This is an optimization exercise on Yosys and OpenROAD, whose aim is a short achievable clock period and few clock cycles, not a production implementation. RTL that was checked went through simulation tests only; none was proved equivalent to the original. Power figures rest on the tool's default switching activity, not on a simulated workload.

==> flow/design.v <==
`default_nettype none
`timescale 1ns/1ps
package mem_bus_pkg;
    localparam int ADDR_W = 12;      
    localparam int DATA_W = 32;      
    typedef logic [ADDR_W-1:0] addr_t;
    typedef logic [DATA_W-1:0] word_t;
endpackage
`default_nettype wire
`default_nettype none
`timescale 1ns/1ps
package cache_geom_pkg;
    localparam int TAG_W      = 5;
    localparam int INDEX_W    = 3;
    localparam int WORD_SEL_W = 2;
    localparam int BYTE_SEL_W = 2;
    localparam int NUM_LINES  = 2 ** INDEX_W;        
    localparam int LINE_WORDS = 2 ** WORD_SEL_W;     
    typedef logic [TAG_W-1:0]      tag_t;
    typedef logic [INDEX_W-1:0]    index_t;
    typedef logic [WORD_SEL_W-1:0] word_sel_t;
    typedef union packed {
        logic [TAG_W+INDEX_W+WORD_SEL_W+BYTE_SEL_W-1:0] raw;   
        struct packed {
            tag_t                  tag;
            index_t                index;
            word_sel_t             word;     
            logic [BYTE_SEL_W-1:0] bsel;     
        } f;
    } cache_addr_t;
endpackage
`default_nettype wire
`default_nettype none
`timescale 1ns/1ps
module cache_arrays
(
    input  wire logic        CLK,
    input  wire logic        RSTn,
    input  cache_geom_pkg::cache_addr_t look_addr,
    output logic             hit,
    output logic             word_hit,       
    output mem_bus_pkg::word_t            rd_word,
    input  cache_geom_pkg::cache_addr_t upd_addr,
    input  wire logic        upd_we,         
    input  wire logic        upd_alloc,      
    input  wire logic        wr_we,
    input  cache_geom_pkg::index_t      wr_idx,
    input  cache_geom_pkg::word_sel_t   wr_word,
    input  mem_bus_pkg::word_t       wr_data
);
    logic [cache_geom_pkg::NUM_LINES-1:0]  valid;
    cache_geom_pkg::tag_t                  tags   [cache_geom_pkg::NUM_LINES];
    logic [cache_geom_pkg::LINE_WORDS-1:0] wvalid [cache_geom_pkg::NUM_LINES];
    mem_bus_pkg::word_t                 lines  [cache_geom_pkg::NUM_LINES][cache_geom_pkg::LINE_WORDS];
    cache_geom_pkg::index_t    idx;
    cache_geom_pkg::tag_t      look_tag;
    cache_geom_pkg::word_sel_t look_word;
    cache_geom_pkg::index_t    upd_idx;
    cache_geom_pkg::word_sel_t upd_word;
    assign idx       = look_addr.f.index;
    assign look_tag  = look_addr.f.tag;
    assign look_word = look_addr.f.word;
    assign upd_idx   = upd_addr.f.index;
    assign upd_word  = upd_addr.f.word;
    logic [cache_geom_pkg::NUM_LINES-1:0] line_match;
    always_comb begin
        for (int i = 0; i < cache_geom_pkg::NUM_LINES; i++) begin
            line_match[i] = valid[i] && (tags[i] == look_tag);
        end
    end
    assign hit      = line_match[idx];
    assign word_hit = hit && wvalid[idx][look_word];
    assign rd_word  = (wr_we && wr_idx == idx && wr_word == look_word) ? wr_data
                                                                     : lines[idx][look_word];
    always_ff @(posedge CLK) begin
        if (RSTn) begin
            valid <= '0;
        end else if (upd_we && upd_alloc) begin
            valid[upd_idx] <= 1'b1;
        end
    end
    always_ff @(posedge CLK) begin
        if (upd_we) begin
            if (upd_alloc) begin
                tags[upd_idx]   <= upd_addr.f.tag;
                wvalid[upd_idx] <= cache_geom_pkg::LINE_WORDS'(1) << upd_word;
            end else begin
                wvalid[upd_idx][upd_word] <= 1'b1;
            end
        end
    end
    always_ff @(posedge CLK) begin
        if (wr_we) begin
            lines[wr_idx][wr_word] <= wr_data;
        end
    end
endmodule
`default_nettype wire
`default_nettype none
`timescale 1ns/1ps
module cache_ctrl
(
    input  wire logic      CLK,
    input  wire logic      RSTn,
    input  wire logic      req,
    input  wire logic      req_store,
    input  mem_bus_pkg::addr_t     req_addr,
    input  mem_bus_pkg::word_t     req_wdata,
    output logic           resp_valid,
    output mem_bus_pkg::word_t          resp_rdata,
    output logic           resp_hit,
    output cache_geom_pkg::cache_addr_t    look_addr,
    input  wire logic      hit,
    input  wire logic      word_hit,
    input  mem_bus_pkg::word_t     rd_word,
    output cache_geom_pkg::cache_addr_t    upd_addr,
    output logic           upd_we,
    output logic           upd_alloc,
    output logic           wr_we,
    output cache_geom_pkg::index_t      wr_idx,
    output cache_geom_pkg::word_sel_t   wr_word,
    output mem_bus_pkg::word_t          wr_data,
    output mem_bus_pkg::addr_t          mem_addr,
    output logic           mem_we,
    output mem_bus_pkg::word_t          mem_wdata,
    input  mem_bus_pkg::word_t     mem_rdata
);
    mem_bus_pkg::addr_t cur_addr;       
    mem_bus_pkg::word_t cur_wdata;
    logic               cur_store;
    logic               cur_cached;     
    mem_bus_pkg::word_t cur_word;       
    assign look_addr.raw = req_addr;
    always_ff @(posedge CLK) begin
        if (RSTn) begin
            resp_valid <= 1'b0;
            mem_we     <= 1'b0;
        end else begin
            resp_valid <= req;                   
            mem_we     <= req && req_store;      
        end
    end
    always_ff @(posedge CLK) begin
        cur_addr   <= req_addr;
        cur_wdata  <= req_wdata;
        cur_store  <= req_store;
        resp_hit   <= hit;
        cur_cached <= word_hit;
        cur_word   <= rd_word;
    end
    assign mem_addr   = cur_addr;
    assign mem_wdata  = cur_wdata;
    assign resp_rdata = cur_cached ? cur_word : mem_rdata;
    assign upd_addr.raw = cur_addr;
    assign upd_we       = resp_valid && !RSTn;
    assign upd_alloc    = !resp_hit;
    cache_geom_pkg::cache_addr_t cur_fields;
    assign cur_fields.raw = cur_addr;
    always_ff @(posedge CLK) begin
        if (RSTn) begin
            wr_we <= 1'b0;
        end else begin
            wr_we <= resp_valid;
        end
    end
    always_ff @(posedge CLK) begin
        if (resp_valid) begin
            wr_idx  <= cur_fields.f.index;
            wr_word <= cur_fields.f.word;
            wr_data <= cur_store ? cur_wdata : mem_rdata;
        end
    end
endmodule
`default_nettype wire
`default_nettype none
`timescale 1ns/1ps
module dcache_top
(
    input  wire logic  CLK,
    input  wire logic  RSTn,
    input  wire logic  req,
    input  wire logic  req_store,
    input  mem_bus_pkg::addr_t req_addr,
    input  mem_bus_pkg::word_t req_wdata,
    output logic       resp_valid,
    output logic       resp_hit,
    output mem_bus_pkg::word_t      resp_rdata,
    output mem_bus_pkg::addr_t      mem_addr,
    output logic       mem_we,
    output mem_bus_pkg::word_t      mem_wdata,
    input  mem_bus_pkg::word_t mem_rdata
);
    cache_geom_pkg::cache_addr_t look_addr;
    logic        hit;
    logic        word_hit;
    mem_bus_pkg::word_t       rd_word;
    cache_geom_pkg::cache_addr_t upd_addr;
    logic        upd_we;
    logic        upd_alloc;
    logic        wr_we;
    cache_geom_pkg::index_t    wr_idx;
    cache_geom_pkg::word_sel_t wr_word;
    mem_bus_pkg::word_t        wr_data;
    cache_ctrl u_ctrl (
        .CLK        (CLK),
        .RSTn       (RSTn),
        .req        (req),
        .req_store  (req_store),
        .req_addr   (req_addr),
        .req_wdata  (req_wdata),
        .resp_valid (resp_valid),
        .resp_rdata (resp_rdata),
        .resp_hit   (resp_hit),
        .look_addr  (look_addr),
        .hit        (hit),
        .word_hit   (word_hit),
        .rd_word    (rd_word),
        .upd_addr   (upd_addr),
        .upd_we     (upd_we),
        .upd_alloc  (upd_alloc),
        .wr_we      (wr_we),
        .wr_idx     (wr_idx),
        .wr_word    (wr_word),
        .wr_data    (wr_data),
        .mem_addr   (mem_addr),
        .mem_we     (mem_we),
        .mem_wdata  (mem_wdata),
        .mem_rdata  (mem_rdata)
    );
    cache_arrays u_arrays (
        .CLK        (CLK),
        .RSTn       (RSTn),
        .look_addr  (look_addr),
        .hit        (hit),
        .word_hit   (word_hit),
        .rd_word    (rd_word),
        .upd_addr   (upd_addr),
        .upd_we     (upd_we),
        .upd_alloc  (upd_alloc),
        .wr_we      (wr_we),
        .wr_idx     (wr_idx),
        .wr_word    (wr_word),
        .wr_data    (wr_data)
    );
endmodule
`default_nettype wire
export LEC_CHECK = 0
export CAP_MARGIN = 20
export CORE_MARGIN = 2
export CORE_UTILIZATION = 45
export SETUP_SLACK_MARGIN = 2.6
export SLEW_MARGIN = 20
create_clock -name core_clock -period 4.0 [get_ports {CLK}]
run.sh (not shown) runs the stock make flow with config.mk's settings and CLKGATE_MAP_FILE= SYNTH_SCRIPT=/design/flow/synth_recipe.tcl, a recipe that flattens the netlist after the stock synthesis.
The starting point completed, yet does not pass: negative setup slack.
Change:
--- a/flow/design.v
+++ b/flow/design.v
@@ -41,14 +41,11 @@
     output logic             word_hit,       
     output mem_bus_pkg::word_t            rd_word,
     input  cache_geom_pkg::cache_addr_t upd_addr,
     input  wire logic        upd_we,         
     input  wire logic        upd_alloc,      
-    input  wire logic        wr_we,
-    input  cache_geom_pkg::index_t      wr_idx,
-    input  cache_geom_pkg::word_sel_t   wr_word,
-    input  mem_bus_pkg::word_t       wr_data
+    input  mem_bus_pkg::word_t       upd_data
 );
     logic [cache_geom_pkg::NUM_LINES-1:0]  valid;
     cache_geom_pkg::tag_t                  tags   [cache_geom_pkg::NUM_LINES];
     logic [cache_geom_pkg::LINE_WORDS-1:0] wvalid [cache_geom_pkg::NUM_LINES];
     mem_bus_pkg::word_t                 lines  [cache_geom_pkg::NUM_LINES][cache_geom_pkg::LINE_WORDS];
@@ -68,12 +65,11 @@
             line_match[i] = valid[i] && (tags[i] == look_tag);
         end
     end
     assign hit      = line_match[idx];
     assign word_hit = hit && wvalid[idx][look_word];
-    assign rd_word  = (wr_we && wr_idx == idx && wr_word == look_word) ? wr_data
-                                                                     : lines[idx][look_word];
+    assign rd_word  = lines[idx][look_word];      
     always_ff @(posedge CLK) begin
         if (RSTn) begin
             valid <= '0;
         end else if (upd_we && upd_alloc) begin
             valid[upd_idx] <= 1'b1;
@@ -85,15 +81,11 @@
                 tags[upd_idx]   <= upd_addr.f.tag;
                 wvalid[upd_idx] <= cache_geom_pkg::LINE_WORDS'(1) << upd_word;
             end else begin
                 wvalid[upd_idx][upd_word] <= 1'b1;
             end
-        end
-    end
-    always_ff @(posedge CLK) begin
-        if (wr_we) begin
-            lines[wr_idx][wr_word] <= wr_data;
+            lines[upd_idx][upd_word] <= upd_data;
         end
     end
 endmodule
 `default_nettype wire
 `default_nettype none
@@ -114,14 +106,11 @@
     input  wire logic      word_hit,
     input  mem_bus_pkg::word_t     rd_word,
     output cache_geom_pkg::cache_addr_t    upd_addr,
     output logic           upd_we,
     output logic           upd_alloc,
-    output logic           wr_we,
-    output cache_geom_pkg::index_t      wr_idx,
-    output cache_geom_pkg::word_sel_t   wr_word,
-    output mem_bus_pkg::word_t          wr_data,
+    output mem_bus_pkg::word_t          upd_data,
     output mem_bus_pkg::addr_t          mem_addr,
     output logic           mem_we,
     output mem_bus_pkg::word_t          mem_wdata,
     input  mem_bus_pkg::word_t     mem_rdata
 );
@@ -152,26 +141,11 @@
     assign mem_wdata  = cur_wdata;
     assign resp_rdata = cur_cached ? cur_word : mem_rdata;
     assign upd_addr.raw = cur_addr;
     assign upd_we       = resp_valid && !RSTn;
     assign upd_alloc    = !resp_hit;
-    cache_geom_pkg::cache_addr_t cur_fields;
-    assign cur_fields.raw = cur_addr;
-    always_ff @(posedge CLK) begin
-        if (RSTn) begin
-            wr_we <= 1'b0;
-        end else begin
-            wr_we <= resp_valid;
-        end
-    end
-    always_ff @(posedge CLK) begin
-        if (resp_valid) begin
-            wr_idx  <= cur_fields.f.index;
-            wr_word <= cur_fields.f.word;
-            wr_data <= cur_store ? cur_wdata : mem_rdata;
-        end
-    end
+    assign upd_data     = cur_store ? cur_wdata : mem_rdata;
 endmodule
 `default_nettype wire
 `default_nettype none
 `timescale 1ns/1ps
 module dcache_top
@@ -195,14 +169,11 @@
     logic        word_hit;
     mem_bus_pkg::word_t       rd_word;
     cache_geom_pkg::cache_addr_t upd_addr;
     logic        upd_we;
     logic        upd_alloc;
-    logic        wr_we;
-    cache_geom_pkg::index_t    wr_idx;
-    cache_geom_pkg::word_sel_t wr_word;
-    mem_bus_pkg::word_t        wr_data;
+    mem_bus_pkg::word_t       upd_data;
     cache_ctrl u_ctrl (
         .CLK        (CLK),
         .RSTn       (RSTn),
         .req        (req),
         .req_store  (req_store),
@@ -216,14 +187,11 @@
         .word_hit   (word_hit),
         .rd_word    (rd_word),
         .upd_addr   (upd_addr),
         .upd_we     (upd_we),
         .upd_alloc  (upd_alloc),
-        .wr_we      (wr_we),
-        .wr_idx     (wr_idx),
-        .wr_word    (wr_word),
-        .wr_data    (wr_data),
+        .upd_data   (upd_data),
         .mem_addr   (mem_addr),
         .mem_we     (mem_we),
         .mem_wdata  (mem_wdata),
         .mem_rdata  (mem_rdata)
     );
@@ -235,12 +203,9 @@
         .word_hit   (word_hit),
         .rd_word    (rd_word),
         .upd_addr   (upd_addr),
         .upd_we     (upd_we),
         .upd_alloc  (upd_alloc),
-        .wr_we      (wr_we),
-        .wr_idx     (wr_idx),
-        .wr_word    (wr_word),
-        .wr_data    (wr_data)
+        .upd_data   (upd_data)
     );
 endmodule
 `default_nettype wire
After rerunning:
- This time the run passed the timing, DRC and antenna checks
- worst setup slack gets better by 1.3 ns
- wire length went up by 23%
- core utilization went up by 5.1 points
- total power went up by 5.7%
- via count went up by 8.5%
- maximum frequency went up by 46%
- area after synthesis went down by 1.5%
- global-route usage went up by 9.1 points
Testbench counts after the change, summed over its fixed seeds: cycles 4,800.
Function not checked in the first run of this note: the RTL went through the layout flow alone.

==> what the ideal ports hide <==
The flow's constraints put no driver on any port. The routed layouts listed below were extracted and timed again, unchanged, in two steps.
Step 1 assumes that a clkbuf_16 drives the clock port and a buf_2 every other input.
Step 2, shift: input delay + t, output delay - t, t = (earliest + latest rising clock arrival at the registers) / 2. This alone moves slack from input paths to output paths.
Three values: ideal ports, drivers, drivers and shift; two values: the first two.
run	t (ns)	setup WS [ns]	worst setup path at the end	cell pins on the clock port's net
the first run	0.770	-0.009 / -0.077 / 0.693	register to output	1
the second run	0.788	1.248 / 1.189 / 0.864	input to register	1
The setup slack of the second run, which loses most, moves by -0.059 ns with the drivers and by -0.384 ns with both steps.
